Context: an optimization exercise on an open-source flow, tuned for small area, a short achievable clock period and few clock cycles per item. The choices shown serve that exercise and are no tape-out recipe.
RTL that was checked went through simulation tests only; none was proved equivalent to the original.
Power is estimated from default activity; no workload was simulated.

Design nearest_palette_color_unit, start of the top module:
module nearest_palette_color_unit #(
  parameter int unsigned PALETTE_SIZE = 22
) (
  input  logic        clk_i,
  input  logic        rst_ni,
  input  logic        cfg_we_i,
  input  logic [21:0] cfg_wdata_i,
  input  logic        pixel_valid_i,
  output logic        pixel_ready_o,
  input  logic [31:0] pixel_word_i,
  output logic        result_valid_o,
  input  logic        result_ready_i,
  output logic [4:0]  color_index_o,
  output logic        none_enabled_o
);
==> flow/config.mk <==
export PLATFORM = sky130hd
export DESIGN_NAME = nearest_palette_color_unit
export DESIGN_NICKNAME = nearest_palette_color_unit
export VERILOG_FILES = /design/flow/design.v
export SDC_FILE = /design/flow/constraint.sdc
export NUM_CORES = 4
export LEC_CHECK = 0
export ABC_AREA = 1
export CAP_MARGIN = 20
export CORE_MARGIN = 2
export CORE_UTILIZATION = 40
export SETUP_SLACK_MARGIN = 2.5
export SLEW_MARGIN = 20
==> flow/constraint.sdc <==
create_clock -name core_clock -period 5.5 [get_ports {clk_i}]
set_input_delay 1.1000 -clock core_clock [delete_from_list [all_inputs] [get_ports {clk_i}]]
set_output_delay 1.1000 -clock core_clock [all_outputs]
set_load 0.01 [all_outputs]
run.sh (not shown) runs the stock make flow with config.mk's settings and CLKGATE_MAP_FILE= SYNTH_SCRIPT=/design/flow/synth_recipe.tcl, a recipe that flattens the netlist after the stock synthesis.
Rerun with:
--- a/flow/design.v
+++ b/flow/design.v
@@ -514,45 +514,49 @@
   logic t5_0_w0;
   assign t5_0_w0 = t5_0_ge01;
   logic t5_0_w1;
   assign t5_0_w1 = !t5_0_ge01;
   assign t5_0_key = t5_0_w0 ? r4_0_key : r4_1_key;
   assign t5_0_idx = 5'(t5_0_w0 ? {1'd0, r4_0_idx} : {1'd1, r4_1_idx});
   logic [5:0] res;
   logic      res_v;
   assign res = {!t5_0_key[11], t5_0_key[11] ? 5'(t5_0_idx) : 5'd0};
   assign res_v = vs4_q;
   logic [5:0] q_v;
   logic [5:0] q0_q;
-  logic [5:0] q1_q;
-  logic [5:0] q2_q;
-  logic [5:0] q3_q;
-  logic [5:0] q4_q;
-  logic [5:0] q5_q;
+  logic [4:0] q1_q;
+  logic [4:0] q2_q;
+  logic [4:0] q3_q;
+  logic [4:0] q4_q;
+  logic [4:0] q5_q;
+  logic [4:0] res_code;
+  logic [5:0] q1_full;
+  assign res_code = res[4:0] | {5{res[5]}};
+  assign q1_full = {&q1_q, q1_q & {5{~&q1_q}}};
   logic take_res;
   assign take_res = q_v[0] & result_ready_i;
   assign result_valid_o = q_v[0];
   assign color_index_o = q0_q[4:0];
   assign none_enabled_o = q0_q[5];
   logic [5:0] sh_v;
   logic [5:0] nx_v;
   assign sh_v = take_res ? (q_v >> 1) : q_v;
   assign nx_v = sh_v | (res_v ? ((sh_v + 1'b1) & ~sh_v) : '0);
   always_ff @(posedge clk_i) begin
-    q0_q <= sh_v[0] ? (take_res ? q1_q : q0_q) : res;
-    q1_q <= sh_v[1] ? (take_res ? q2_q : q1_q) : res;
-    q2_q <= sh_v[2] ? (take_res ? q3_q : q2_q) : res;
-    q3_q <= sh_v[3] ? (take_res ? q4_q : q3_q) : res;
-    q4_q <= sh_v[4] ? (take_res ? q5_q : q4_q) : res;
-    q5_q <= sh_v[5] ? q5_q : res;
+    q0_q <= sh_v[0] ? (take_res ? q1_full : q0_q) : res;
+    q1_q <= sh_v[1] ? (take_res ? q2_q : q1_q) : res_code;
+    q2_q <= sh_v[2] ? (take_res ? q3_q : q2_q) : res_code;
+    q3_q <= sh_v[3] ? (take_res ? q4_q : q3_q) : res_code;
+    q4_q <= sh_v[4] ? (take_res ? q5_q : q4_q) : res_code;
+    q5_q <= sh_v[5] ? q5_q : res_code;
   end
   always_ff @(posedge clk_i or negedge rst_ni) begin
     if (!rst_ni) q_v <= '0;
     else q_v <= nx_v;
   end
   logic [2:0] occ_q;
   logic [2:0] occ_nx;
   assign occ_nx = occ_q + 3'(take_px) - 3'(take_res);
   always_ff @(posedge clk_i or negedge rst_ni) begin
     if (!rst_ni) begin
       occ_q   <= '0;
       ready_q <= 1'b0;
Effect:
- The changed run went through all stages and came out clean
- global-route usage goes up by 0.20 points
- wire length goes up by 1.6%
- sequential cell count went down by 5
- setup slack is better by 0.019 ns
- hold slack hardly moves
- fmax rises by 0.67%
- clock-buffer cell count went up by 9
- non-clock buffer count climbs by 18
- total power came out lower by 3.3%
- clock power came out lower by 5.9%
- register-to-register slack gains 0.02 ns
Testbench counts after the change, summed over its fixed seeds: cycles 16,040, items 16,000.
For the first run of this note, only the layout was checked, not whether the RTL still works.

re-timing with driven ports:
The flow's constraints put no driver on any port. The routed layouts listed below were extracted and timed again, unchanged, in two steps.
Step 1 assumes that a clkbuf_16 drives the clock port and a buf_2 every other input.
Step 2 moves the port delays by t, midway between the first and last clock arrival at a register: inputs arrive t later, outputs are due t later. That takes back most of the time a late clock gives input paths.
a / b / c = no drivers / after step 1 / after step 2; a / b = the first two.
run | t (ns) | setup slack, ns | clock arrival spread, ns | cell pins on the clock port's net
the first run | 0.661 | 2.581 / 2.581 / 2.218 | 0.027 / 0.027 | 1
the second run | 0.663 | 2.600 / 2.600 / 2.174 | 0.027 / 0.027 | 1
After both steps every run listed still meets setup and hold. The setup slack of the second run, which loses most, moves by 0.000 ns with the drivers and by -0.426 ns with both steps.
